Source: an optimization exercise on an open RTL-to-GDS flow (aim: small area). Production flows keep margins and buffers that such runs may drop.
In this exercise RTL edits were held to simulation tests only and were not proved equivalent to the original.
Power is estimated from default activity; no workload was simulated.

==> design.v <==
`default_nettype none
package game_pkg;
  typedef enum logic [1:0] {
    tile_empty = 2'd0,
    tile_wall  = 2'd1,
    tile_candy = 2'd2,
    tile_power = 2'd3
  } tile_t;
  typedef logic [5:0] col_t;
  typedef logic [5:0] row_t;
  typedef logic [8:0] px_t;
  typedef struct packed {
    col_t col;
    row_t row;
  } tile_pos_t;
  typedef struct packed {
    px_t  sx;
    px_t  sy;
    logic de;
    logic frame_stb;
  } beam_t;
  typedef struct packed {
    logic [3:0] r;
    logic [3:0] g;
    logic [3:0] b;
  } rgb_t;
  typedef enum logic [2:0] {
    dir_none  = 3'd0,
    dir_up    = 3'd1,
    dir_down  = 3'd2,
    dir_left  = 3'd3,
    dir_right = 3'd4
  } dir_t;
  typedef logic [11:0] score_t;
  localparam rgb_t col_black  = 12'h000;
  localparam rgb_t col_wall   = 12'h00F;
  localparam rgb_t col_candy  = 12'hFFF;
  localparam rgb_t col_power  = 12'hF80;
  localparam rgb_t col_player = 12'hFF0;
  localparam score_t candy_points = 12'd1;
  localparam score_t power_points = 12'd10;
endpackage
`default_nettype wire
`default_nettype none
`timescale 1ns/1ps
module map_store #(
  parameter int MAP_COLS = 28,
  parameter int MAP_ROWS = 36
) (
  input  wire logic                vga_pix_clk,
  input  wire logic                rst,
  input  wire game_pkg::tile_pos_t rd_addr,
  output logic                     rd_eaten,
  input  wire game_pkg::tile_pos_t pb_addr,
  input  wire logic                pb_we,
  output logic                     pb_eaten,
  output logic                     map_ready
);
  localparam int FILL_CYCLES = MAP_COLS * MAP_ROWS + 1;
  function automatic logic [9:0] lfsr_step(input logic [9:0] s);
    lfsr_step = {s[8:0], ~(s[9] ^ s[6])};
  endfunction
  function automatic logic [9:0] lfsr_at(input int n);
    logic [9:0] s;
    s = '0;
    for (int i = 0; i < n; i++) s = lfsr_step(s);
    lfsr_at = s;
  endfunction
  localparam logic [9:0] LFSR_LAST = lfsr_at(FILL_CYCLES - 1);
  logic [9:0] lfsr;
  logic       ready_q;
  always_ff @(posedge vga_pix_clk) begin
    if (rst) begin
      lfsr    <= '0;
      ready_q <= 1'b0;
    end else begin
      lfsr    <= lfsr_step(lfsr);
      ready_q <= ready_q | (lfsr == LFSR_LAST);
    end
  end
  assign map_ready = ready_q;
  function automatic logic is_wall(input int c, input int r);
    is_wall = (c == 0) || (c == MAP_COLS - 1) || (r == 0) || (r == MAP_ROWS - 1) ||
              ((c % 4 == 2) && (r % 4 == 2));
  endfunction
  function automatic int row_tiles(input int r);
    row_tiles = 0;
    for (int c = 0; c < MAP_COLS; c++) if (!is_wall(c, r)) row_tiles++;
  endfunction
  function automatic int tile_col(input int r, input int k);
    int n;
    n = 0;
    tile_col = 0;
    for (int c = 0; c < MAP_COLS; c++) begin
      if (!is_wall(c, r)) begin
        if (n == k) tile_col = c;
        n++;
      end
    end
  endfunction
  logic [MAP_ROWS-1:0] pb_row, rd_row;
  logic [MAP_COLS-1:0] pb_col, rd_col;
  logic [MAP_ROWS-1:0] pb_hits, rd_hits;
  always_comb begin
    for (int r = 0; r < MAP_ROWS; r++) begin
      pb_row[r] = (pb_addr.row == 6'(r));
      rd_row[r] = (rd_addr.row == 6'(r));
    end
    for (int c = 0; c < MAP_COLS; c++) begin
      pb_col[c] = (pb_addr.col == 6'(c));
      rd_col[c] = (rd_addr.col == 6'(c));
    end
  end
  for (genvar r = 0; r < MAP_ROWS; r++) begin : g_row
    localparam int N  = row_tiles(r);
    localparam int NG = (N + 2) / 3;
    if (N == 0) begin : g_none
      assign pb_hits[r] = 1'b0;
      assign rd_hits[r] = 1'b0;
    end else begin : g_some
      logic [N-1:0]  q, pb_sel, rd_sel;
      logic [NG-1:0] pb_grp_n, rd_grp_n;
      for (genvar k = 0; k < N; k++) begin : g_tile
        localparam int C = tile_col(r, k);
        logic bit_q;
        always_ff @(posedge vga_pix_clk) begin
          if (rst) begin
            bit_q <= 1'b0;
          end else if (pb_we && pb_row[r] && pb_col[C]) begin
            bit_q <= 1'b1;
          end
        end
        assign q[k]      = bit_q;
        assign pb_sel[k] = pb_col[C];
        assign rd_sel[k] = rd_col[C];
      end
      for (genvar g = 0; g < NG; g++) begin : g_grp
        localparam int W = (N - 3 * g < 3) ? N - 3 * g : 3;
        if (W == 3) begin : g_3
          aoi222 u_pb (.a(pb_sel[3*g +: 3]), .b(q[3*g +: 3]), .y_n(pb_grp_n[g]));
          aoi222 u_rd (.a(rd_sel[3*g +: 3]), .b(q[3*g +: 3]), .y_n(rd_grp_n[g]));
        end else if (W == 2) begin : g_2
          assign pb_grp_n[g] = !((pb_sel[3*g] & q[3*g]) | (pb_sel[3*g+1] & q[3*g+1]));
          assign rd_grp_n[g] = !((rd_sel[3*g] & q[3*g]) | (rd_sel[3*g+1] & q[3*g+1]));
        end else begin : g_1
          assign pb_grp_n[g] = !(pb_sel[3*g] & q[3*g]);
          assign rd_grp_n[g] = !(rd_sel[3*g] & q[3*g]);
        end
      end
      assign pb_hits[r] = !(&pb_grp_n);
      assign rd_hits[r] = !(&rd_grp_n);
    end
  end
  assign rd_eaten = |(rd_hits & rd_row);
  assign pb_eaten = |(pb_hits & pb_row);
endmodule
`default_nettype wire
`default_nettype none
module aoi222 (
  input  wire logic [2:0] a,
  input  wire logic [2:0] b,
  output logic            y_n
);
  assign y_n = !((a[0] & b[0]) | (a[1] & b[1]) | (a[2] & b[2]));
endmodule
`default_nettype wire
`default_nettype none
`timescale 1ns/1ps
module player_ctrl #(
  parameter int MAP_COLS  = 28,
  parameter int MAP_ROWS  = 36,
  parameter int START_COL = 2,
  parameter int START_ROW = 1
) (
  input  wire logic                vga_pix_clk,
  input  wire logic                rst,
  input  wire logic                frame_stb,
  input  wire logic                map_ready,
  input  wire logic                btn_up,
  input  wire logic                btn_down,
  input  wire logic                btn_left,
  input  wire logic                btn_right,
  input  wire logic                pb_eaten,
  output logic                     pb_we,
  output game_pkg::tile_pos_t      pac_tile,
  output game_pkg::score_t         score
);
  logic st_look, st_step, st_taste, st_eat;
  logic idle;
  logic mv_q, vert_q, neg_q;
  logic       blocked;
  logic       power_here;
  logic       ate;
  assign idle = !(st_look | st_step | st_taste | st_eat);
  always_ff @(posedge vga_pix_clk) begin
    if (rst) begin
      st_look  <= 1'b0;
      st_step  <= 1'b0;
      st_taste <= 1'b0;
      st_eat   <= 1'b0;
    end else begin
      st_look  <= idle && frame_stb && map_ready;
      st_step  <= st_look;
      st_taste <= st_step;
      st_eat   <= st_taste;
    end
  end
  always_ff @(posedge vga_pix_clk) begin
    if (idle) begin
      mv_q   <= btn_up | btn_down | btn_left | btn_right;
      vert_q <= btn_up | btn_down;
      neg_q  <= btn_up | (!btn_down && btn_left);
    end
  end
  always_comb begin
    if (vert_q) begin
      blocked = neg_q ? (pac_tile.row == 6'd1) : (pac_tile.row == 6'(MAP_ROWS - 2));
      blocked = blocked || (pac_tile.col[1:0] == 2'd2 &&
                            pac_tile.row[1:0] == (neg_q ? 2'd3 : 2'd1));
    end else begin
      blocked = neg_q ? (pac_tile.col == 6'd1) : (pac_tile.col == 6'(MAP_COLS - 2));
      blocked = blocked || (pac_tile.row[1:0] == 2'd2 &&
                            pac_tile.col[1:0] == (neg_q ? 2'd3 : 2'd1));
    end
  end
  logic [5:0] coord, stepped;
  logic       do_move;
  assign coord   = vert_q ? pac_tile.row : pac_tile.col;
  assign stepped = coord + {{5{neg_q}}, 1'b1};
  assign do_move = st_step && mv_q && !blocked;
  always_ff @(posedge vga_pix_clk) begin
    if (rst) begin
      pac_tile <= {6'(START_COL), 6'(START_ROW)};
    end else if (do_move) begin
      if (vert_q) pac_tile.row <= stepped;
      else        pac_tile.col <= stepped;
    end
  end
  assign power_here = (pac_tile.col == 6'd1 || pac_tile.col == 6'(MAP_COLS - 2)) &&
                      (pac_tile.row == 6'd1 || pac_tile.row == 6'(MAP_ROWS - 2));
  assign ate   = st_eat && !pb_eaten;
  assign pb_we = st_eat;
  always_ff @(posedge vga_pix_clk) begin
    if (rst) begin
      score <= '0;
    end else if (ate) begin
      score <= score + {8'd0, power_here, 1'b0, power_here, !power_here};
    end
  end
endmodule
`default_nettype wire
`default_nettype none
`timescale 1ns/1ps
module pixel_renderer #(
  parameter int MAP_COLS = 28,
  parameter int MAP_ROWS = 36,
  parameter int TILE_PX  = 8
) (
  input  wire logic                vga_pix_clk,
  input  wire logic                rst,
  input  wire game_pkg::beam_t     beam,
  input  wire logic                map_ready,
  input  wire game_pkg::tile_pos_t pac_tile,
  output game_pkg::tile_pos_t      rd_addr,
  input  wire logic                rd_eaten,
  output game_pkg::rgb_t           rgb
);
  localparam int OW = $clog2(TILE_PX);
  logic [8-OW:0] tile_x, tile_y;
  logic [OW-1:0] ox, oy;
  logic          in_map, hit, wall, power, dot_small, dot_big;
  logic [2:0]    cls;
  logic [2:0]    cls1, cls2;
  assign tile_x = beam.sx[8:OW];
  assign tile_y = beam.sy[8:OW];
  assign ox     = beam.sx[OW-1:0];
  assign oy     = beam.sy[OW-1:0];
  assign in_map = (tile_x < MAP_COLS) && (tile_y < MAP_ROWS);
  assign rd_addr.col = tile_x[5:0];
  assign rd_addr.row = tile_y[5:0];
  assign hit   = (rd_addr == pac_tile);
  assign wall  = (tile_x == 0) || (tile_x == MAP_COLS - 1) ||
                 (tile_y == 0) || (tile_y == MAP_ROWS - 1) ||
                 (tile_x[1:0] == 2'd2 && tile_y[1:0] == 2'd2);
  assign power = (tile_x == 1 || tile_x == MAP_COLS - 2) &&
                 (tile_y == 1 || tile_y == MAP_ROWS - 2);
  assign dot_small = (ox == 3'd3 || ox == 3'd4) && (oy == 3'd3 || oy == 3'd4);
  assign dot_big   = (ox >= 3'd2 && ox <= 3'd5) && (oy >= 3'd2 && oy <= 3'd5);
  always_comb begin
    if (!beam.de || !map_ready || !in_map) cls = 3'b000;
    else if (hit)                          cls = 3'b110;
    else if (wall)                         cls = 3'b001;
    else if (rd_eaten)                     cls = 3'b000;
    else if (power)                        cls = dot_big ? 3'b100 : 3'b000;
    else                                   cls = dot_small ? 3'b111 : 3'b000;
  end
  always_ff @(posedge vga_pix_clk) begin
    if (rst) begin
      cls1 <= 3'b000;
      cls2 <= 3'b000;
    end else begin
      cls1 <= cls;
      cls2 <= cls1;
    end
  end
  assign rgb = {{4{cls2[2]}}, cls2[2], {3{cls2[1]}}, {4{cls2[0]}}};
endmodule
`default_nettype wire
`default_nettype none
`timescale 1ns/1ps
module pacman_game #(
  parameter int MAP_COLS  = 28,
  parameter int MAP_ROWS  = 36,
  parameter int TILE_PX   = 8,
  parameter int START_COL = 2,
  parameter int START_ROW = 1
) (
  input  wire logic            vga_pix_clk,
  input  wire logic            rst,
  input  wire game_pkg::beam_t beam,
  input  wire logic            btn_up,
  input  wire logic            btn_down,
  input  wire logic            btn_left,
  input  wire logic            btn_right,
  output game_pkg::rgb_t       rgb,
  output game_pkg::score_t     score,
  output game_pkg::tile_pos_t  pac_tile
);
  game_pkg::tile_pos_t rd_addr;
  logic                rd_eaten;
  logic                pb_we;
  logic                pb_eaten;
  logic                map_ready;
  map_store #(
    .MAP_COLS (MAP_COLS),
    .MAP_ROWS (MAP_ROWS)
  ) u_map_store (
    .vga_pix_clk (vga_pix_clk),
    .rst         (rst),
    .rd_addr     (rd_addr),
    .rd_eaten    (rd_eaten),
    .pb_addr     (pac_tile),
    .pb_we       (pb_we),
    .pb_eaten    (pb_eaten),
    .map_ready   (map_ready)
  );
  player_ctrl #(
    .MAP_COLS  (MAP_COLS),
    .MAP_ROWS  (MAP_ROWS),
    .START_COL (START_COL),
    .START_ROW (START_ROW)
  ) u_player_ctrl (
    .vga_pix_clk (vga_pix_clk),
    .rst         (rst),
    .frame_stb   (beam.frame_stb),
    .map_ready   (map_ready),
    .btn_up      (btn_up),
    .btn_down    (btn_down),
    .btn_left    (btn_left),
    .btn_right   (btn_right),
    .pb_eaten    (pb_eaten),
    .pb_we       (pb_we),
    .pac_tile    (pac_tile),
    .score       (score)
  );
  pixel_renderer #(
    .MAP_COLS (MAP_COLS),
    .MAP_ROWS (MAP_ROWS),
    .TILE_PX  (TILE_PX)
  ) u_pixel_renderer (
    .vga_pix_clk (vga_pix_clk),
    .rst         (rst),
    .beam        (beam),
    .map_ready   (map_ready),
    .pac_tile    (pac_tile),
    .rd_addr     (rd_addr),
    .rd_eaten    (rd_eaten),
    .rgb         (rgb)
  );
endmodule
`default_nettype wire
==> flow/run.sh <==
#!/bin/bash
# Own layout flow: the standard flow (standard.sh, with the standard
# synthesis unchanged), except that clock tree synthesis inserts no dummy
# loads and builds the tree from clkbuf_8 cells, and the ports are buffered
# with the smallest buffer. make's output goes to standard_flow.log; each
# ORFS step keeps its own log under orfs/logs/.
set -euo pipefail
export CTS_ARGS="-sink_clustering_enable -repair_clock_nets -dont_use_dummy_load -buf_list {sky130_fd_sc_hd__clkbuf_8} -sink_clustering_size 16 -sink_clustering_max_diameter 80"
export BUFFER_PORTS_ARGS="-buffer_cell sky130_fd_sc_hd__buf_1"
bash standard.sh finish > standard_flow.log 2>&1
==> standard.sh <==
#!/bin/bash
# synth_recipe.tcl (not shown) runs the flow's synth.tcl, then flattens the netlist and writes it again
# the make line also repeats each setting of config.mk as NAME=value (left out here)
make -C /OpenROAD-flow-scripts/flow DESIGN_CONFIG=/design/flow/config.mk WORK_HOME=/design/flow/orfs CLKGATE_MAP_FILE= SYNTH_SCRIPT=/design/flow/synth_recipe.tcl "${@:-finish}"
==> config.mk <==
export PLATFORM = sky130hd
export DESIGN_NAME = pacman_game
export DESIGN_NICKNAME = pacman_game
export VERILOG_FILES = /design/flow/design.v
export SDC_FILE = /design/flow/constraint.sdc
export NUM_CORES = 4
export LEC_CHECK = 0
export CAP_MARGIN = 5
export CORE_MARGIN = 2
export CORE_UTILIZATION = 45
export SLEW_MARGIN = 5
export SYNTH_HIERARCHICAL = 1
export SYNTH_MINIMUM_KEEP_SIZE = 0
==> constraint.sdc <==
create_clock -name core_clock -period 10.0 [get_ports {vga_pix_clk}]
set_input_delay 2.0000 -clock core_clock [delete_from_list [all_inputs] [get_ports {vga_pix_clk}]]
set_output_delay 2.0000 -clock core_clock [all_outputs]
set_load 0.01 [all_outputs]
==> run summary, run 1 <==
status -> finished clean
synth warn -> 9
drt wl/cell -> 28.35 um
synthesized flop and latch total -> 869
Synth cell types -> 90
core area -> 0.07874 mm2
largest net degree at the start of global routing -> 200
Mapped Area -> 0.03563 mm2
Remaining DRCs -> 0
Leak -> 12.60 nW
Final #Nets -> 4051
Critical Path Start Type -> input pin
Max FO, Critical Path -> 19
drt first pass iters -> 17
Max clock buf depth -> 3
CTS clk-pin slew, worst paths -> 90 ps
maxcap violations -> 0
Post-DRT Antenna Nets -> 0
Setup Crit Path Kind -> input pin to flop
clk sinks -> 869
Post-Syn Nets -> 4082
critical path capture point type -> flop
Synth top area share -> 48.66%
Worst slew margin -> 3.351%
vias in the first global route -> 32320
Initial Util -> 45.25%
die height -> 285.4 um
Final period util -> 68.56%
Cell Pwr Density -> 138.2 mW/mm2
post-synth top area cell -> dfxtp_1
Setup TNS -> 0 ps
Die Area -> 0.08144 mm2
post-CTS sizing -> 0
ratio of cells with drive above 1 in the final layout -> 6.801%
clock skew -> 53.66 ps
ys async rst share -> 0%
Seq/Total Area, Yosys -> 48.91%
DP HPWL -> 85610 um
vias -> 35550
Ports -> 62
CTS Root Cell -> clkbuf_8
worst skew pair latency -> 760 ps
Row Count -> 103
first-pass GRT wire length -> 210000 um
GR Util met2 -> 50.31%
Peak Freq -> 145.9 MHz
GR Util All Layers -> 33.56%
Fillers -> 7751
placed insts -> 5003
Hold Crit Class -> flop to flop
die width -> 285.4 um
maximum vdd drop -> 124.5 uV
number of synthesized flops with an enable pin -> 3
Vias/cell -> 7.018
pins over their slew limit -> 0
Cell Count, Final, Fillers Out -> 5066
gr ovfl total -> 0
Post-Syn Area per Cell -> 8.804 um2
CTS Buf Count -> 61
met3 Usage GRT -> 6.904%
post-route minimum period -> 6856 ps
Post-Route WL -> 143600 um
htree depth -> 2
Post-CTS Setup Bufs -> 0
most frequent cell after synthesis -> nor2_1
critical path required time -> 10630 ps
Placer Congestion -> 0.9205
Hold Fails Final Rpt -> 0
CTS Hold Bufs -> 0
met1 Resource Use GR -> 45.63%
TritonCTS clock tree -> done
Main synth FF type -> dfxtp_1
Synth Instances -> 4047
unrepaired setup endpoints after global routing -> no
ranking of synthesized cells by area -> dfxtp_1, a222oi_1, a21oi_1
top cells by count, synth -> nor2_1, dfxtp_1, a21oi_1, a222oi_1, clkbuf_1
Setup-failing EPs final -> 0
Starting DRT DRC Count -> 9087
Syn-to-layout area delta -> 7.336%
busiest grt layer -> met2
# port buffers -> 61
slew at the pin with the worst max-slew slack -> 1438 ps
critical path data arrival time -> 7480 ps
initial antenna violation count -> 1
-- metrics by stage --
stage          setup slack (ps)  power [mW]  hold slack (ps)  util (%)  cell area [um2]
4_1_cts                    3506       5.311            470.1     48.56            38240
3_3_place_gp               2726       3.688            441.8     47.50            37400
5_1_grt                    3237       5.440            477.8     48.57            38240
3_5_place_dp               2695       3.689            455.1     47.50            37400
6_report                   3144       5.285            467.3     48.57            38240
2_1_floorplan              3648       3.635            413.8         -            35630
-- critical path, cell delays in order --
cell and delay [ps]:
buf_1 500, or2b_1 440, or3b_2 630, nor2_4 590, buf_4 510, a222oi_1 160, nand4_1 130, a211oi_1 60
a2111oi_0 1180, a211o_1 290, o32ai_1 120, nand3_1 410, inv_1 110, a221oi_2 260, nor3_1 70
-- path summary, 6_finish.rpt --
path	from	endpoint	slack, ps	depth (start not counted)
max	beam[16]	u_pixel_renderer.cls1[0]	3140	15
min	u_player_ctrl.st_look	u_player_ctrl.st_step	470	1
max reg2reg	u_player_ctrl.pac_tile[9]	u_player_ctrl.score[10]	4060	15
min reg2reg	u_player_ctrl.st_look	u_player_ctrl.st_step	470	1
-- final cells by class --
class | count | area [um2] | share of cell area, %
multi-input combinational | 2877 | 17240 | 45.08
sequential | 869 | 17430 | 45.57
antenna | 2 | 5.005 | 0.01309
inverter | 16 | 60.06 | 0.1570
timing repair buffer | 191 | 1359 | 3.553
clock buffer | 61 | 839.6 | 2.195
tap | 1050 | 1314 | 3.435
-- logic make-up (layout without fill, tap and decap cells) --
kind of cell,Yosys count,in the layout,synth area share [%]
AOI/OAI and AO/OA,1499,1499,29.50
xor gates and xnor gates,27,27,0.6637
adders and majority gates,9,9,0.3582
buffers and inverters,301,268,3.719
DFF,869,869,48.91
muxes,14,14,0.4109
other,0,2,0
and+or+nand+nor,1328,1328,16.43
-- cell usage in the layout, fill, tap and decap left out, types with 22 or more instances in the layout --
cell / n
buf_1: 60
nor2_4: 38
a222oi_1: 508
buf_4: 118
a211oi_1: 28
nand3_1: 51
xnor2_1: 22
dfxtp_1: 866
nor2_1: 888
nor2b_1: 30
nand2_1: 82
clkbuf_8: 61
a21oi_1: 850
nand4_1: 100
-- power by group --
part	switching [mW]	leakage (nW)	internal (mW)	total, mW
registers	0.00262	7.00	3.46	3.46
logic	0.124	5.16	0.0272	0.151
clock network	1.13	0.439	0.543	1.67
-- metal layers --
layer,part of all wire [%],vias to the layer above
met5,0,-
met4,5.4,0
met3,13,507
met2,43,2561
met1,39,16940
li1,-,15550
-- registers in the layout, indices dropped and copies added (netlist names), 3 cells and up --
name and flops:
u_pixel_renderer.cls1 3, u_pixel_renderer.cls2 3, u_player_ctrl.score 12, u_player_ctrl.pac_tile 12
u_map_store.g_row.g_some.g_tile.bit_q 821, u_map_store.lfsr 10
==> inputs of run 2 (changes only) <==
==> flow/run.sh (replaced) <==
#!/bin/bash
# Own layout flow: the standard flow (standard.sh, with the standard
# synthesis unchanged), except that clock tree synthesis inserts no dummy
# loads and builds the tree from clkbuf_4 cells, and the ports are buffered
# with the smallest buffer. make's output goes to standard_flow.log; each
# ORFS step keeps its own log under orfs/logs/.
set -euo pipefail
export CTS_ARGS="-sink_clustering_enable -repair_clock_nets -dont_use_dummy_load -buf_list {sky130_fd_sc_hd__clkbuf_4} -sink_clustering_size 10 -sink_clustering_max_diameter 50"
export BUFFER_PORTS_ARGS="-buffer_cell sky130_fd_sc_hd__buf_1"
bash standard.sh finish > standard_flow.log 2>&1
--- a/config.mk
+++ b/config.mk
@@ -5,9 +5,9 @@
 export SDC_FILE = /design/flow/constraint.sdc
 export NUM_CORES = 4
 export LEC_CHECK = 0
-export CAP_MARGIN = 5
+export CAP_MARGIN = 0
 export CORE_MARGIN = 2
-export CORE_UTILIZATION = 45
-export SLEW_MARGIN = 5
+export CORE_UTILIZATION = 30
+export SLEW_MARGIN = 0
 export SYNTH_HIERARCHICAL = 1
 export SYNTH_MINIMUM_KEEP_SIZE = 0
==> run 2 against run 1 <==
- synthesized area stayed put
- critical endpoint unchanged
- routed wire length is 2.2% lower
- worst hold slack worse by 70 ps
- first-iteration DRC count is 9.4% lower
- die area is 49% higher
- final area is 1.3% higher
==> run summary, run 2 <==
synth warn -> 9
clk sinks -> 869
vias in the first global route -> 32760
ranking of synthesized cells by area -> dfxtp_1, a222oi_1, a21oi_1
CTS clk-pin slew, worst paths -> 100 ps
Cell Count, Final, Fillers Out -> 5602
synthesized flop and latch total -> 869
post-CTS sizing -> 0
first-pass GRT wire length -> 207100 um
number of synthesized flops with an enable pin -> 3
die width -> 348.6 um
Setup TNS -> 0 ps
Hold Crit Class -> flop to flop
Main synth FF type -> dfxtp_1
status -> finished clean
Pwr Total -> 5.268 mW
ys async rst share -> 0%
Starting DRT DRC Count -> 8236
Fillers -> 12420
RR Startpoint -> u_player_ctrl.pac_tile[9]
Synth Instances -> 4047
critical path required time -> 10780 ps
Post-Syn Nets -> 4082
CTS Buf Count -> 110
vias -> 35640
Vias/cell -> 6.362
Die Area -> 0.1215 mm2
CTS Root Cell -> clkbuf_4
reg2reg path depth -> 16
worst hold stages -> 1
gr ovfl total -> 0
Post-CTS Setup Bufs -> 0
most frequent cell after synthesis -> nor2_1
Critical Path Start Type -> input pin
Final #Nets -> 4100
Setup Crit Path Kind -> input pin to flop
DP HPWL -> 81410 um
initial antenna violation count -> 5
# port buffers -> 61
Post-Route WL -> 140500 um
Post-DRT Antenna Nets -> 0
r2r setup slk -> 3870 ps
most common cell after layout, fill and taps aside -> nor2_1
max reg flops -> 821
largest reg by FF count -> u_map_store.g_row.g_some.g_tile.bit_q
Placer Congestion -> 0.9284
worst skew pair latency -> 1040 ps
Max clock buf depth -> 3
core area -> 0.1179 mm2
Leak -> 12.64 nW
htree depth -> 3
Syn-to-layout area delta -> 8.706%
drt wl/cell -> 25.07 um
critical path capture point type -> flop
biggest regs -> u_map_store.g_row.g_some.g_tile.bit_q (821), u_player_ctrl.pac_tile (12), u_player_ctrl.score (12)
clock skew -> 133.9 ps
maximum vdd drop -> 92.56 uV
Seq/Total Area, Yosys -> 48.91%
Peak Freq -> 152.9 MHz
most frequent cells in the layout -> nor2_1, dfxtp_1, a21oi_1, a222oi_1, buf_4
top cells by count, synth -> nor2_1, dfxtp_1, a21oi_1, a222oi_1, clkbuf_1
largest net degree at the start of global routing -> 155
Setup-failing EPs final -> 0
maxcap violations -> 0
Cell Pwr Density -> 136.0 mW/mm2
ratio of cells with drive above 1 in the final layout -> 7.876%
Final period util -> 65.39%
Hold Fails Final Rpt -> 0
GR Util All Layers -> 21.95%
Max FO, Critical Path -> 20
Ports -> 62
CTS Hold Bufs -> 0
Core Util, Final -> 32.84%
TritonCTS clock tree -> done
Initial Util -> 30.21%
unrepaired setup endpoints after global routing -> no
Post-Syn Area per Cell -> 8.804 um2
critical path data arrival time -> 7320 ps
Remaining DRCs -> 0
hold path startpoint -> u_pixel_renderer.cls1[0]
placed insts -> 5489
post-synth top area cell -> dfxtp_1
R2R Path End -> u_player_ctrl.score[10]
drt first pass iters -> 13
die height -> 348.6 um
slew at the pin with the worst max-slew slack -> 1296 ps
post-route minimum period -> 6539 ps
Synth top area share -> 48.66%
WHS Endpoint -> u_pixel_renderer.cls2[0]
Mapped Area -> 0.03563 mm2
Row Count -> 126
pins over their slew limit -> 0
Worst slew margin -> 13.30%
Synth cell types -> 90
## run 2: cell counts after synthesis
Identical to the previous run, type by type.
## run 2: critical path, stage by stage
cell and delay [ps]:
buf_1 520, nor2b_1 580, nand2_1 380, nor2_4 670
buf_4 510, a222oi_1 190, nand4_1 180, a211oi_1 90
a2111oi_0 990, a31o_2 220, a22oi_1 130, nand3_1 380
inv_1 100, a221oi_2 250, nor3_1 70
## run 2: layout make-up
cell class	count	area (um2)	share of cell area (%)
sequential	869	17430	44.99
multi-input combinational	2877	17230	44.49
tap	1536	1922	4.962
timing repair buffer	191	1259	3.250
clock buffer	110	825.8	2.132
inverter	16	60.06	0.1551
antenna	3	7.507	0.01938
## run 2: stage by stage
step                setup WS, ps  cell area (um2)  hold WS (ps)
global route                3247            38730         393.0
finish                      3461            38730         397.2
global placement            2967            37900         424.1
floorplan                   3648            35630         413.8
CTS                         3840            38720         398.7
detailed placement          2883            37900         427.3
## run 2: cell families after synthesis
| group | count (synthesis) | synth area share, % |
|---|---|---|
| AOI/OAI and AO/OA | 1499 | 29.50 |
| and+or+nand+nor | 1328 | 16.43 |
| DFF | 869 | 48.91 |
| buffers and inverters | 301 | 3.719 |
| xor gates and xnor gates | 27 | 0.6637 |
| muxes | 14 | 0.4109 |
| adders and majority gates | 9 | 0.3582 |
## run 2: report_power, final
part	internal, mW	switching (mW)	leakage, nW
Clock	0.501	1.15	0.506
Sequential	3.46	0.00222	7.00
Combinational	0.0270	0.124	5.13
Total	3.99	1.28	12.6
## run 2: how the worst max path moves through the flow
stage              from                        to  slack, ps  cells past startpoint
3_3_place_gp   beam[16]  u_pixel_renderer.cls1[0]       2970                     13
2_1_floorplan  beam[17]  u_pixel_renderer.cls1[0]       3650                     14
6_report       beam[14]  u_pixel_renderer.cls1[0]       3460                     15
4_1_cts        beam[14]  u_pixel_renderer.cls1[0]       3840                     15
5_1_grt        beam[14]  u_pixel_renderer.cls1[0]       3250                     15
3_5_place_dp   beam[14]  u_pixel_renderer.cls1[0]       2880                     15
## run 2: metal layers
layer / track usage, % / share of wire (%)
met5: 0 / 0.010
met4: 12.24 / 5.7
met3: 5.036 / 12
met2: 33.18 / 43
met1: 28.77 / 39
==> inputs of run 3 (changes only) <==
--- a/design.v
+++ b/design.v
@@ -83,24 +83,23 @@
     is_wall = (c == 0) || (c == MAP_COLS - 1) || (r == 0) || (r == MAP_ROWS - 1) ||
               ((c % 4 == 2) && (r % 4 == 2));
   endfunction
+  function automatic int line_tiles(input int len, input bit pillars);
+    line_tiles = pillars ? (len - 2) - ((len - 4) / 4 + 1) : len - 2;
+  endfunction
+  function automatic int line_tile(input int k, input bit pillars);
+    line_tile = pillars ? k + 1 + (k + 2) / 3 : k + 1;
+  endfunction
   function automatic int row_tiles(input int r);
-    row_tiles = 0;
-    for (int c = 0; c < MAP_COLS; c++) if (!is_wall(c, r)) row_tiles++;
+    row_tiles = (r == 0 || r == MAP_ROWS - 1) ? 0 : line_tiles(MAP_COLS, r % 4 == 2);
   endfunction
-  function automatic int tile_col(input int r, input int k);
-    int n;
-    n = 0;
-    tile_col = 0;
-    for (int c = 0; c < MAP_COLS; c++) begin
-      if (!is_wall(c, r)) begin
-        if (n == k) tile_col = c;
-        n++;
-      end
-    end
+  function automatic int col_tiles(input int c);
+    col_tiles = (c == 0 || c == MAP_COLS - 1) ? 0 : line_tiles(MAP_ROWS, c % 4 == 2);
   endfunction
   logic [MAP_ROWS-1:0] pb_row, rd_row;
   logic [MAP_COLS-1:0] pb_col, rd_col;
-  logic [MAP_ROWS-1:0] pb_hits, rd_hits;
+  logic [MAP_ROWS-1:0] pb_hits;
+  logic [MAP_COLS-1:0] rd_hits;
+  wire  [MAP_ROWS-1:0][MAP_COLS-1:0] eaten;
   always_comb begin
     for (int r = 0; r < MAP_ROWS; r++) begin
       pb_row[r] = (pb_addr.row == 6'(r));
@@ -114,14 +113,18 @@
   for (genvar r = 0; r < MAP_ROWS; r++) begin : g_row
     localparam int N  = row_tiles(r);
     localparam int NG = (N + 2) / 3;
+    for (genvar c = 0; c < MAP_COLS; c++) begin : g_wall
+      if (is_wall(c, r)) begin : g_w
+        assign eaten[r][c] = 1'b0;
+      end
+    end
     if (N == 0) begin : g_none
       assign pb_hits[r] = 1'b0;
-      assign rd_hits[r] = 1'b0;
     end else begin : g_some
-      logic [N-1:0]  q, pb_sel, rd_sel;
-      logic [NG-1:0] pb_grp_n, rd_grp_n;
+      logic [N-1:0]  q, pb_sel;
+      logic [NG-1:0] pb_grp_n;
       for (genvar k = 0; k < N; k++) begin : g_tile
-        localparam int C = tile_col(r, k);
+        localparam int C = line_tile(k, r % 4 == 2);
         logic bit_q;
         always_ff @(posedge vga_pix_clk) begin
           if (rst) begin
@@ -130,28 +133,50 @@
             bit_q <= 1'b1;
           end
         end
-        assign q[k]      = bit_q;
-        assign pb_sel[k] = pb_col[C];
-        assign rd_sel[k] = rd_col[C];
+        assign q[k]        = bit_q;
+        assign pb_sel[k]   = pb_col[C];
+        assign eaten[r][C] = bit_q;
       end
       for (genvar g = 0; g < NG; g++) begin : g_grp
         localparam int W = (N - 3 * g < 3) ? N - 3 * g : 3;
         if (W == 3) begin : g_3
           aoi222 u_pb (.a(pb_sel[3*g +: 3]), .b(q[3*g +: 3]), .y_n(pb_grp_n[g]));
-          aoi222 u_rd (.a(rd_sel[3*g +: 3]), .b(q[3*g +: 3]), .y_n(rd_grp_n[g]));
         end else if (W == 2) begin : g_2
           assign pb_grp_n[g] = !((pb_sel[3*g] & q[3*g]) | (pb_sel[3*g+1] & q[3*g+1]));
-          assign rd_grp_n[g] = !((rd_sel[3*g] & q[3*g]) | (rd_sel[3*g+1] & q[3*g+1]));
         end else begin : g_1
           assign pb_grp_n[g] = !(pb_sel[3*g] & q[3*g]);
-          assign rd_grp_n[g] = !(rd_sel[3*g] & q[3*g]);
         end
       end
       assign pb_hits[r] = !(&pb_grp_n);
-      assign rd_hits[r] = !(&rd_grp_n);
     end
   end
-  assign rd_eaten = |(rd_hits & rd_row);
+  for (genvar c = 0; c < MAP_COLS; c++) begin : g_rcol
+    localparam int N  = col_tiles(c);
+    localparam int NG = (N + 2) / 3;
+    if (N == 0) begin : g_none
+      assign rd_hits[c] = 1'b0;
+    end else begin : g_some
+      logic [N-1:0]  q, rd_sel;
+      logic [NG-1:0] rd_grp_n;
+      for (genvar k = 0; k < N; k++) begin : g_tile
+        localparam int R = line_tile(k, c % 4 == 2);
+        assign q[k]      = eaten[R][c];
+        assign rd_sel[k] = rd_row[R];
+      end
+      for (genvar g = 0; g < NG; g++) begin : g_grp
+        localparam int W = (N - 3 * g < 3) ? N - 3 * g : 3;
+        if (W == 3) begin : g_3
+          aoi222 u_rd (.a(rd_sel[3*g +: 3]), .b(q[3*g +: 3]), .y_n(rd_grp_n[g]));
+        end else if (W == 2) begin : g_2
+          assign rd_grp_n[g] = !((rd_sel[3*g] & q[3*g]) | (rd_sel[3*g+1] & q[3*g+1]));
+        end else begin : g_1
+          assign rd_grp_n[g] = !(rd_sel[3*g] & q[3*g]);
+        end
+      end
+      assign rd_hits[c] = !(&rd_grp_n);
+    end
+  end
+  assign rd_eaten = |(rd_hits & rd_col);
   assign pb_eaten = |(pb_hits & pb_row);
 endmodule
 `default_nettype wire
==> run 3 against run 2 <==
- sequential power barely moved
- largest cell class unchanged
- final area decreased by 1.3%
- clock-buffer cell count decreased by 6
- worst hold slack worse by 1.1 ps
- non-clock buffer count shrank 12
- still clean on timing, DRC and antenna
- routed wire length grew 6.9%
- utilization barely moved
- largest power group unchanged
- maximum frequency is 0.79% lower
==> run summary, run 3 <==
slew at the pin with the worst max-slew slack -> 1371 ps
biggest regs -> u_map_store.g_row.g_some.g_tile.bit_q (821), u_player_ctrl.pac_tile (12), u_player_ctrl.score (12)
CTS Buf Count -> 104
Largest stage delay, worst path -> 760 ps
R2R Path End -> u_player_ctrl.score[6]
Row Count -> 125
Setup Crit Path Kind -> flop to flop
Worst slew margin -> 8.509%
Max clock buf depth -> 3
Max FO, Critical Path -> 42
unrepaired setup endpoints after global routing -> no
first-pass GRT wire length -> 218400 um
drt wl/cell -> 27.13 um
Syn-to-layout area delta -> 8.641%
Hold Fails Final Rpt -> 0
Hold Crit Class -> flop to flop
post-route minimum period -> 6590 ps
most frequent cell after synthesis -> nor2_1
GR Util All Layers -> 23.77%
clock share of power -> 31.3%
largest reg by FF count -> u_map_store.g_row.g_some.g_tile.bit_q
core area -> 0.1164 mm2
Crit path max-delay family -> simple AND/OR/NAND/NOR gates
top cells by count, synth -> nor2_1, dfxtp_1, a21oi_1, a222oi_1, clkbuf_1
Synth Instances -> 3994
critical path required time -> 10890 ps
die height -> 346.5 um
status -> finished clean
# port buffers -> 61
largest net degree at the start of global routing -> 231
Synth top area share -> 49.25%
CTS clk-pin slew, worst paths -> 100 ps
Critical Path Start Type -> flop
Post-Route WL -> 150100 um
Starting DRT DRC Count -> 8982
CP Capture Point -> u_player_ctrl.score[6]
clk sinks -> 869
worst skew pair latency -> 1010 ps
Initial Util -> 30.25%
Comb power frac -> 2.5%
post-CTS sizing -> 0
Crit path depth -> 15
Placer Congestion -> 1.068
final setup margin -> 3410 ps
CTS Root Cell -> clkbuf_4
Cell Pwr Density -> 136.9 mW/mm2
CTS Hold Bufs -> 0
pins over their slew limit -> 0
synth warn -> 9
vias -> 35390
most frequent cells in the layout -> nor2_1, dfxtp_1, a21oi_1, a222oi_1, nand4_1
critical path capture point type -> flop
Ports -> 62
Post-Syn Area per Cell -> 8.814 um2
clock skew -> 98.78 ps
die width -> 346.5 um
Mapped Area -> 0.03520 mm2
Remaining DRCs -> 0
initial antenna violation count -> 6
Switching Share -> 24.33%
CP Buf/Inv Count -> 1
Seq pwr share -> 66.2%
Peak Freq -> 151.7 MHz
DP HPWL -> 102800 um
Setup-failing EPs final -> 0
Setup TNS -> 0 ps
drt first pass iters -> 13
ratio of cells with drive above 1 in the final layout -> 7.923%
number of synthesized flops with an enable pin -> 3
TritonCTS clock tree -> done
Pwr Total -> 5.236 mW
maximum vdd drop -> 84.03 uV
worst hold stages -> 1
reg2reg path depth -> 15
max reg flops -> 821
htree depth -> 3
Post-DRT Antenna Nets -> 0
cells along the critical path -> nand2b_1 -> or3b_1 -> nor2_4 -> buf_4 -> a222oi_1 -> nand4_1 -> a211oi_1 -> nor4_1 -> or4_1 -> nor4b_1 -> o2111ai_1 -> nor2b_1 -> o21ai_1 -> or3_1 -> a21oi_1
Vias/cell -> 6.396
Final #Nets -> 4038
RR Startpoint -> u_player_ctrl.pac_tile[9]
post-synth top area cell -> dfxtp_1
ys async rst share -> 0%
CP max stage cell -> dfxtp_1
Post-CTS Setup Bufs -> 0
vias in the first global route -> 31450
Die Area -> 0.1201 mm2
gr ovfl total -> 0
Post-Syn Nets -> 4029
Synth cell types -> 81
most common cell after layout, fill and taps aside -> nor2_1
Seq/Total Area, Yosys -> 49.51%
internal power -> 3.962 mW
critical path data arrival time -> 7480 ps
r2r setup slk -> 3410 ps
Main synth FF type -> dfxtp_1
Switch Pwr -> 1.274 mW
Place WS -> 2968 ps
ranking of synthesized cells by area -> dfxtp_1, a222oi_1, a21oi_1
synthesized flop and latch total -> 869
Leak -> 12.35 nW
maxcap violations -> 0
CP startpoint -> u_player_ctrl.pac_tile[9]
Final period util -> 65.90%
## run 3: cell count changes in the layout (fill, tap and decap cells not counted), moves of 7 or more
cell,before,now
a21oi_1,850,858
nand2_1,82,57
a222oi_1,508,519
nor2_2,0,41
nor2_4,38,21
a211o_1,17,4
a2111oi_0,9,16
nor2_1,889,877
a22o_1,9,1
buf_4,126,115
nand3_1,51,33
nand4_1,100,120
## run 3: power groups by stage
stage / clock, mW / combinational, mW / sequential (mW)
2_1_floorplan: 0 / 0.0886 / 3.54
3_3_place_gp: 0 / 0.130 / 3.54
3_5_place_dp: 0 / 0.130 / 3.54
4_1_cts: 1.67 / 0.130 / 3.46
5_1_grt: 1.79 / 0.141 / 3.47
6_report: 1.64 / 0.132 / 3.46
## run 3: stage by stage
step	instances	hold slack (ps)	area, um2	utilization [%]
4_1_cts	5525	401.5	38220	32.85
5_1_grt	5530	399.0	38240	32.86
3_3_place_gp	5421	438.6	37440	32.18
6_report	5533	396.1	38240	32.87
2_1_floorplan	3994	413.8	35200	-
3_5_place_dp	5421	449.1	37440	32.18
## run 3: logic make-up after synthesis
kind of cell | Yosys count | share of synthesized area, %
DFF | 869 | 49.51
and+or+nand+nor | 1295 | 16.06
AOI/OAI and AO/OA | 1490 | 29.57
adders and majority gates | 9 | 0.3625
muxes | 14 | 0.4159
xor gates and xnor gates | 27 | 0.6718
buffers and inverters | 290 | 3.412
## run 3: routing by layer
metal | routed length, um | GRT usage (%)
met4 | 6773 | 9.902
met5 | 12 | 0
met3 | 17640 | 5.092
met1 | 61170 | 33.05
met2 | 64500 | 35.47
## run 3: final cells by class
type / count / area [um2]
diodes: 8 / 20.02
multi-input cells: 2835 / 16900
clock buffers: 104 / 780.7
inverters: 14 / 52.55
repair buffers: 179 / 1156
well taps: 1524 / 1907
fillers: 12270 / 78120
flip-flops and latches: 869 / 17430
## run 3: worst min path at each step
stage,start,endpoint,slack [ps]
6_report,u_map_store.lfsr[7],u_map_store.lfsr[8],400
5_1_grt,u_map_store.lfsr[7],u_map_store.lfsr[8],400
4_1_cts,u_map_store.lfsr[7],u_map_store.lfsr[8],400
3_5_place_dp,u_map_store.lfsr[5],u_map_store.lfsr[6],450
3_3_place_gp,u_map_store.lfsr[5],u_map_store.lfsr[6],440
2_1_floorplan,u_pixel_renderer.cls1[0],u_pixel_renderer.cls2[0],410
## run 3: worst reg2reg max path: cells and delay by family, from the launching register on
family	cells	cell delay (ps)
AO/OA/AOI/OAI	5	2100
buffers and inverters	1	380
flip-flops	1	760
AND/OR/NAND/NOR	9	3260
==> inputs of run 4 (changes only) <==
==> flow/run.sh (replaced) <==
#!/bin/bash
# Own layout flow: the standard flow (standard.sh, with the standard
# synthesis unchanged), except that clock tree synthesis inserts no dummy
# loads and builds the tree from clkbuf_8 cells, and the ports are buffered
# with the smallest buffer. make's output goes to standard_flow.log; each
# ORFS step keeps its own log under orfs/logs/.
set -euo pipefail
export CTS_ARGS="-sink_clustering_enable -repair_clock_nets -dont_use_dummy_load -buf_list {sky130_fd_sc_hd__clkbuf_8} -sink_clustering_size 16 -sink_clustering_max_diameter 80"
export BUFFER_PORTS_ARGS="-buffer_cell sky130_fd_sc_hd__buf_1"
bash standard.sh finish > standard_flow.log 2>&1
==> run 4 against run 3 <==
- still clean
- via count shrank 0.58%
- clock skew shrank 23 ps
- clock-buffer cell count shrank 38
- largest power group unchanged
- final cell count shrank 0.81%
==> run summary, run 4 <==
Place WS -> 2968 ps
Synth top area share -> 49.25%
status -> finished clean
Final period util -> 65.55%
Seq/Total Area, Yosys -> 49.51%
max reg flops -> 821
maxcap violations -> 0
GR Util All Layers -> 23.66%
Peak Freq -> 152.6 MHz
post-CTS sizing -> 0
CTS Hold Bufs -> 0
first-pass GRT wire length -> 217700 um
CTS clk-pin slew, worst paths -> 100 ps
synth warn -> 9
Ports -> 62
unrepaired setup endpoints after global routing -> no
ranking of synthesized cells by area -> dfxtp_1, a222oi_1, a21oi_1
top cells by count, synth -> nor2_1, dfxtp_1, a21oi_1, a222oi_1, clkbuf_1
Initial Util -> 30.25%
Max clock buf depth -> 3
Hold Crit Class -> flop to flop
CTS Root Cell -> clkbuf_8
CP startpoint -> u_player_ctrl.pac_tile[9]
Leak -> 12.35 nW
Post-Route WL -> 149700 um
Synth cell types -> 81
most frequent cell after synthesis -> nor2_1
slew at the pin with the worst max-slew slack -> 1388 ps
critical path data arrival time -> 7180 ps
maximum vdd drop -> 89.06 uV
synthesized flop and latch total -> 869
largest reg by FF count -> u_map_store.g_row.g_some.g_tile.bit_q
Main synth FF type -> dfxtp_1
Critical Path Start Type -> flop
Pwr Total -> 5.344 mW
Mapped Area -> 0.03520 mm2
Setup TNS -> 0 ps
Setup-failing EPs final -> 0
gr ovfl total -> 0
htree depth -> 3
post-route minimum period -> 6555 ps
die width -> 346.5 um
critical path required time -> 10630 ps
Remaining DRCs -> 0
post-synth top area cell -> dfxtp_1
Final #Nets -> 4000
vias -> 35180
Post-Syn Area per Cell -> 8.814 um2
largest net degree at the start of global routing -> 231
critical path capture point type -> flop
Placer Congestion -> 1.068
RR Startpoint -> u_player_ctrl.pac_tile[9]
Hold Fails Final Rpt -> 0
biggest regs -> u_map_store.g_row.g_some.g_tile.bit_q (821), u_player_ctrl.pac_tile (12), u_player_ctrl.score (12)
CP max stage cell -> dfxtp_1
Syn-to-layout area delta -> 8.953%
vias in the first global route -> 31170
Setup Crit Path Kind -> flop to flop
worst skew pair latency -> 730 ps
most frequent cells in the layout -> nor2_1, dfxtp_1, a21oi_1, a222oi_1, nand4_1
Cell Pwr Density -> 139.3 mW/mm2
r2r setup slk -> 3450 ps
number of synthesized flops with an enable pin -> 3
Worst slew margin -> 7.397%
Largest stage delay, worst path -> 760 ps
ys async rst share -> 0%
most common cell after layout, fill and taps aside -> nor2_1
pins over their slew limit -> 0
# port buffers -> 61
Post-DRT Antenna Nets -> 0
hold path startpoint -> u_map_store.lfsr[4]
Max FO, Critical Path -> 42
drt first pass iters -> 11
drt wl/cell -> 27.28 um
Core Util, Final -> 32.96%
clock skew -> 75.90 ps
Synth Instances -> 3994
cells along the critical path -> nand2b_1 -> or3b_1 -> nor2_4 -> buf_4 -> a222oi_1 -> nand4_1 -> a211oi_1 -> nor4_1 -> or4_1 -> nor4b_1 -> o2111ai_1 -> nor2b_1 -> o21ai_1 -> or3_1 -> a21oi_1
DP HPWL -> 102800 um
CP Buf/Inv Count -> 1
Post-Syn Nets -> 4029
Die Area -> 0.1201 mm2
CTS Buf Count -> 66
clk sinks -> 869
final setup margin -> 3445 ps
ratio of cells with drive above 1 in the final layout -> 7.040%
Crit path max-delay family -> simple AND/OR/NAND/NOR gates
die height -> 346.5 um
Post-CTS Setup Bufs -> 0
TritonCTS clock tree -> done
Starting DRT DRC Count -> 8989
initial antenna violation count -> 6
Vias/cell -> 6.411
Row Count -> 125
core area -> 0.1164 mm2
[run 4: final timing paths]
| check | endpoint | cells past startpoint |
|---|---|---|
| setup / recovery | u_player_ctrl.score[6] | 15 |
| hold / removal | u_map_store.lfsr[5] | 1 |
| setup reg to reg | u_player_ctrl.score[6] | 15 |
| hold reg to reg | u_map_store.lfsr[5] | 1 |
[run 4: final cells by class]
type,count,area [um2]
diodes,1,2.502
clock buffers,66,908.4
fillers,12230,78010
inverters,14,52.55
multi-input cells,2835,16900
flip-flops and latches,869,17430
well taps,1524,1907
repair buffers,179,1156
[run 4: kinds of logic after synthesis]
logic type / Yosys count / share of synthesized area [%]
compound gates: 1490 / 29.57
simple gates: 1295 / 16.06
flops: 869 / 49.51
buf+inv: 290 / 3.412
xor+xnor: 27 / 0.6718
mux: 14 / 0.4159
fa+ha+maj: 9 / 0.3625
[run 4: metal layers]
metal / global-route usage (%) / share of wire [%]
met3: 4.464 / 11
met2: 35.63 / 43
met5: 0 / 0.019
met4: 9.139 / 4.5
met1: 33.26 / 41
[run 4: metrics by stage]
step,instance area [um2],hold slack [ps],cells
after global routing,38350,451.3,5488
after CTS,38350,438.2,5487
final,38350,433.1,5488
after detailed placement,37440,449.1,5421
after floorplan,35200,413.8,3994
after global placement,37440,438.6,5421
[run 4: worst register-to-register path: stages (launching register included)]
cell and delay (ps):
dfxtp_1 760, nand2b_1 500, or3b_1 420, nor2_4 240, buf_4 370, a222oi_1 710, nand4_1 180, a211oi_1 560
nor4_1 100, or4_1 570, nor4b_1 390, o2111ai_1 420, nor2b_1 450, o21ai_1 250, or3_1 390, a21oi_1 140
[run 4: power breakdown]
| part | switching [mW] | internal, mW | total [mW] |
|---|---|---|---|
| sequential | 0.00229 | 3.46 | 3.46 |
| combinational | 0.106 | 0.0259 | 0.132 |
| clock | 1.15 | 0.596 | 1.75 |
| total | 1.26 | 4.08 | 5.34 |
==> inputs of run 5 (changes only) <==
--- a/design.v
+++ b/design.v
@@ -97,8 +97,7 @@
   endfunction
   logic [MAP_ROWS-1:0] pb_row, rd_row;
   logic [MAP_COLS-1:0] pb_col, rd_col;
-  logic [MAP_ROWS-1:0] pb_hits;
-  logic [MAP_COLS-1:0] rd_hits;
+  logic [MAP_COLS-1:0] pb_hits, rd_hits;
   wire  [MAP_ROWS-1:0][MAP_COLS-1:0] eaten;
   always_comb begin
     for (int r = 0; r < MAP_ROWS; r++) begin
@@ -112,42 +111,22 @@
   end
   for (genvar r = 0; r < MAP_ROWS; r++) begin : g_row
     localparam int N  = row_tiles(r);
-    localparam int NG = (N + 2) / 3;
     for (genvar c = 0; c < MAP_COLS; c++) begin : g_wall
       if (is_wall(c, r)) begin : g_w
         assign eaten[r][c] = 1'b0;
       end
     end
-    if (N == 0) begin : g_none
-      assign pb_hits[r] = 1'b0;
-    end else begin : g_some
-      logic [N-1:0]  q, pb_sel;
-      logic [NG-1:0] pb_grp_n;
-      for (genvar k = 0; k < N; k++) begin : g_tile
-        localparam int C = line_tile(k, r % 4 == 2);
-        logic bit_q;
-        always_ff @(posedge vga_pix_clk) begin
-          if (rst) begin
-            bit_q <= 1'b0;
-          end else if (pb_we && pb_row[r] && pb_col[C]) begin
-            bit_q <= 1'b1;
-          end
+    for (genvar k = 0; k < N; k++) begin : g_tile
+      localparam int C = line_tile(k, r % 4 == 2);
+      logic bit_q;
+      always_ff @(posedge vga_pix_clk) begin
+        if (rst) begin
+          bit_q <= 1'b0;
+        end else if (pb_we && pb_row[r] && pb_col[C]) begin
+          bit_q <= 1'b1;
         end
-        assign q[k]        = bit_q;
-        assign pb_sel[k]   = pb_col[C];
-        assign eaten[r][C] = bit_q;
       end
-      for (genvar g = 0; g < NG; g++) begin : g_grp
-        localparam int W = (N - 3 * g < 3) ? N - 3 * g : 3;
-        if (W == 3) begin : g_3
-          aoi222 u_pb (.a(pb_sel[3*g +: 3]), .b(q[3*g +: 3]), .y_n(pb_grp_n[g]));
-        end else if (W == 2) begin : g_2
-          assign pb_grp_n[g] = !((pb_sel[3*g] & q[3*g]) | (pb_sel[3*g+1] & q[3*g+1]));
-        end else begin : g_1
-          assign pb_grp_n[g] = !(pb_sel[3*g] & q[3*g]);
-        end
-      end
-      assign pb_hits[r] = !(&pb_grp_n);
+      assign eaten[r][C] = bit_q;
     end
   end
   for (genvar c = 0; c < MAP_COLS; c++) begin : g_rcol
@@ -155,29 +134,35 @@
     localparam int NG = (N + 2) / 3;
     if (N == 0) begin : g_none
       assign rd_hits[c] = 1'b0;
+      assign pb_hits[c] = 1'b0;
     end else begin : g_some
-      logic [N-1:0]  q, rd_sel;
-      logic [NG-1:0] rd_grp_n;
+      logic [N-1:0]  q, rd_sel, pb_sel;
+      logic [NG-1:0] rd_grp_n, pb_grp_n;
       for (genvar k = 0; k < N; k++) begin : g_tile
         localparam int R = line_tile(k, c % 4 == 2);
         assign q[k]      = eaten[R][c];
         assign rd_sel[k] = rd_row[R];
+        assign pb_sel[k] = pb_row[R];
       end
       for (genvar g = 0; g < NG; g++) begin : g_grp
         localparam int W = (N - 3 * g < 3) ? N - 3 * g : 3;
         if (W == 3) begin : g_3
           aoi222 u_rd (.a(rd_sel[3*g +: 3]), .b(q[3*g +: 3]), .y_n(rd_grp_n[g]));
+          aoi222 u_pb (.a(pb_sel[3*g +: 3]), .b(q[3*g +: 3]), .y_n(pb_grp_n[g]));
         end else if (W == 2) begin : g_2
           assign rd_grp_n[g] = !((rd_sel[3*g] & q[3*g]) | (rd_sel[3*g+1] & q[3*g+1]));
+          assign pb_grp_n[g] = !((pb_sel[3*g] & q[3*g]) | (pb_sel[3*g+1] & q[3*g+1]));
         end else begin : g_1
           assign rd_grp_n[g] = !(rd_sel[3*g] & q[3*g]);
+          assign pb_grp_n[g] = !(pb_sel[3*g] & q[3*g]);
         end
       end
       assign rd_hits[c] = !(&rd_grp_n);
+      assign pb_hits[c] = !(&pb_grp_n);
     end
   end
   assign rd_eaten = |(rd_hits & rd_col);
-  assign pb_eaten = |(pb_hits & pb_row);
+  assign pb_eaten = |(pb_hits & pb_col);
 endmodule
 `default_nettype wire
 `default_nettype none
==> flow/run.sh (replaced) <==
#!/bin/bash
# Own layout flow: the standard flow (standard.sh, with the standard
# synthesis unchanged), except that clock tree synthesis inserts no dummy
# loads and builds the tree from clkbuf_4 cells, and the ports are buffered
# with the smallest buffer. make's output goes to standard_flow.log; each
# ORFS step keeps its own log under orfs/logs/.
set -euo pipefail
export CTS_ARGS="-sink_clustering_enable -repair_clock_nets -dont_use_dummy_load -buf_list {sky130_fd_sc_hd__clkbuf_4} -sink_clustering_size 10 -sink_clustering_max_diameter 50"
export BUFFER_PORTS_ARGS="-buffer_cell sky130_fd_sc_hd__buf_1"
bash standard.sh finish > standard_flow.log 2>&1
==> run 5 against run 4 <==
- utilization grew 0.060 points
- flip-flop and latch count is the same
- final area rose by 0.18%
- still clean on timing, DRC and antenna
- critical path type unchanged
- non-clock buffer count grew 6
==> run summary, run 5 <==
maxcap violations -> 0
Peak Freq -> 170.7 MHz
vias -> 35970
CTS clk-pin slew, worst paths -> 110 ps
Hold Crit Class -> flop to flop
Row Count -> 125
Pwr Total -> 5.275 mW
Switch Pwr -> 1.292 mW
ratio of cells with drive above 1 in the final layout -> 8.994%
max reg flops -> 821
Synth Instances -> 3993
Initial Util -> 30.28%
core area -> 0.1164 mm2
DP Area -> 0.03760 mm2
Max clock buf depth -> 3
post-route cell area -> 0.03842 mm2
Switching Share -> 24.50%
Seq pwr share -> 65.7%
ranking of synthesized cells by area -> dfxtp_1, a222oi_1, a21oi_1
Largest stage delay, worst path -> 780 ps
CTS Hold Bufs -> 0
Ports -> 62
critical path capture point type -> flop
Remaining DRCs -> 0
top cells by count, synth -> nor2_1, dfxtp_1, a21oi_1, a222oi_1, clkbuf_1
clock skew -> 93.80 ps
Final period util -> 58.58%
Setup Crit Path Kind -> flop to flop
Vias/cell -> 6.492
post-synth top area cell -> dfxtp_1
biggest regs -> u_map_store.g_row.g_tile.bit_q (821), u_player_ctrl.pac_tile (12), u_player_ctrl.score (12)
slew at the pin with the worst max-slew slack -> 1365 ps
drt wl/cell -> 28.05 um
Final #Nets -> 4051
synth warn -> 9
Leak -> 12.73 nW
largest net degree at the start of global routing -> 240
clock share of power -> 31.8%
Placer Congestion -> 0.9934
cells along the critical path -> nor2_1 -> nand2_1 -> nor2_2 -> buf_4 -> a222oi_1 -> nand4_1 -> a2111o_1 -> a22oi_1 -> nand3_1 -> or4_1 -> nor2b_1 -> o21ai_1 -> or3_1 -> a21oi_1
ys async rst share -> 0%
GR Util All Layers -> 24.55%
internal power -> 3.983 mW
busiest grt layer -> met2
Post-DRT Antenna Nets -> 0
Post-Syn Area per Cell -> 8.823 um2
hold slack -> 465.7 ps
met3 Usage GRT -> 7.586%
# port buffers -> 61
Post-CTS Setup Bufs -> 0
htree depth -> 3
status -> finished clean
DP HPWL -> 95680 um
Setup-failing EPs final -> 0
CP Capture Point -> u_player_ctrl.score[10]
Die Area -> 0.1202 mm2
Starting DRT DRC Count -> 9616
Cell Count, Final, Fillers Out -> 5541
unrepaired setup endpoints after global routing -> no
vias in the first global route -> 32620
Synth cell types -> 76
die width -> 346.7 um
critical path data arrival time -> 6750 ps
drt first pass iters -> 14
first-pass GRT wire length -> 224200 um
Main synth FF type -> dfxtp_1
Critical Path Start Type -> flop
CTS Buf Count -> 109
Synth top area share -> 49.21%
Setup TNS -> 0 ps
Seq/Total Area, Yosys -> 49.47%
CP max stage cell -> dfxtp_1
placed insts -> 5429
Post-Syn Nets -> 4028
RR Startpoint -> u_player_ctrl.pac_tile[1]
Place WS -> 3593 ps
Post-Route WL -> 155400 um
GR Util met2 -> 35.26%
Hold Fails Final Rpt -> 0
Syn-to-layout area delta -> 9.067%
number of synthesized flops with an enable pin -> 3
Mapped Area -> 0.03523 mm2
Worst slew margin -> 8.986%
clk sinks -> 869
largest reg by FF count -> u_map_store.g_row.g_tile.bit_q
final setup margin -> 4142 ps
CTS Root Cell -> clkbuf_4
Cell Pwr Density -> 137.3 mW/mm2
pins over their slew limit -> 0
critical path required time -> 10890 ps
worst skew pair latency -> 1030 ps
gr ovfl total -> 0
most frequent cells in the layout -> nor2_1, dfxtp_1, a21oi_1, a222oi_1, buf_4
maximum vdd drop -> 82.02 uV
TritonCTS clock tree -> done
reg2reg path depth -> 14
initial antenna violation count -> 11
synthesized flop and latch total -> 869
die height -> 346.7 um
CP startpoint -> u_player_ctrl.pac_tile[1]
met1 Resource Use GR -> 32.93%
most common cell after layout, fill and taps aside -> nor2_1
post-route minimum period -> 5858 ps
Core Util, Final -> 33.02%
Max FO, Critical Path -> 26
post-CTS sizing -> 0
R2R Path End -> u_player_ctrl.score[10]
Comb power frac -> 2.5%
r2r setup slk -> 4140 ps
most frequent cell after synthesis -> nor2_1
[run 5: cell count changes after synthesis, moves of 7 or more]
cell,delta
nand2_1,-12
a222oi_1,+11
nand4_1,-7
a2111o_1,+19
nor2_1,+34
nor3_1,-9
a211oi_1,-26
a21oi_1,-26
clkbuf_1,+13
nand3_1,+17
nor2b_1,+7
a22oi_1,+13
buf_2,-14
[run 5: cell families (layout without fill, tap and decap cells)]
kind of cell    after synthesis  after routing  synth area share, %
flops                       869            869                49.47
buf+inv                     284            305                3.317
xor+xnor                     27             27               0.6712
other cells                   0              3                    0
fa+ha+maj                     9              9               0.3623
mux                          15             15               0.4440
compound gates             1473           1473                29.60
simple gates               1316           1316                16.14
[run 5: per-layer routing]
| layer | vias up | wire [um] |
|---|---|---|
| li1 | 15470 | - |
| met1 | 17260 | 59860 |
| met2 | 2769 | 64280 |
| met3 | 454 | 23300 |
| met4 | 10 | 7934 |
| met5 | - | 51 |
[run 5: layout make-up]
| type | count | area [um2] |
|---|---|---|
| diodes | 3 | 7.507 |
| flip-flops and latches | 869 | 17430 |
| fillers | 12220 | 77940 |
| repair buffers | 185 | 1189 |
| clock buffers | 109 | 818.3 |
| multi-input cells | 2840 | 17030 |
| well taps | 1524 | 1907 |
| inverters | 11 | 41.29 |
[run 5: critical path, delay by kind of cell, from the launching register on]
kind,cells,cell delay (ps)
DFF,1,780
buffers and inverters,1,280
and+or+nand+nor,8,2720
AOI/OAI and AO/OA,5,1960
[run 5: worst min-delay path by stage]
stage,to,depth (start not counted),slack [ps],from
after detailed placement,u_pixel_renderer.cls2[1],1,450,u_pixel_renderer.cls1[1]
after floorplan,u_pixel_renderer.cls2[0],1,410,u_pixel_renderer.cls1[0]
after CTS,u_map_store.lfsr[2],1,460,u_map_store.lfsr[1]
final,u_map_store.lfsr[2],1,470,u_map_store.lfsr[1]
after global routing,u_map_store.lfsr[2],1,470,u_map_store.lfsr[1]
after global placement,u_map_store.lfsr[6],1,450,u_map_store.lfsr[5]
[run 5: power groups by stage]
stage	combinational [mW]	clock, mW	sequential, mW
finish	0.133	1.68	3.46
global route	0.140	1.85	3.47
CTS	0.129	1.71	3.46
detailed placement	0.129	0	3.54
global placement	0.130	0	3.54
floorplan	0.0889	0	3.54

-- port drivers added, routing unchanged --
The flow's constraints put no driver on any port. The routed layouts listed below were extracted and timed again, unchanged, in two steps. Step 1: set_driving_cell puts a clkbuf_16 on vga_pix_clk and a buf_2 on each other input, an assumption about the parent block. Step 2 moves the port delays by t, midway between the first and last clock arrival at a register: inputs arrive t later, outputs are due t later. That takes back most of the time a late clock gives input paths. Slacks: no drivers / after step 1 / after step 2; pairs: no drivers / after step 1.
run	t, ns	setup WS [ns]	latest minus earliest clock arrival (ns)
run 1	0.799	3.144 / 3.183 / 2.383	0.053 / 0.053
run 2	1.044	3.461 / 3.508 / 2.464	0.137 / 0.137
run 3	1.046	3.410 / 3.410 / 2.783	0.134 / 0.134
run 4	0.777	3.445 / 3.445 / 2.767	0.115 / 0.116
run 5	1.036	4.142 / 4.142 / 3.273	0.129 / 0.129
After both steps setup and hold are still met in every run listed. The setup slack of run 2, which loses most, moves by +0.047 ns with the drivers and by -0.997 ns with both steps.
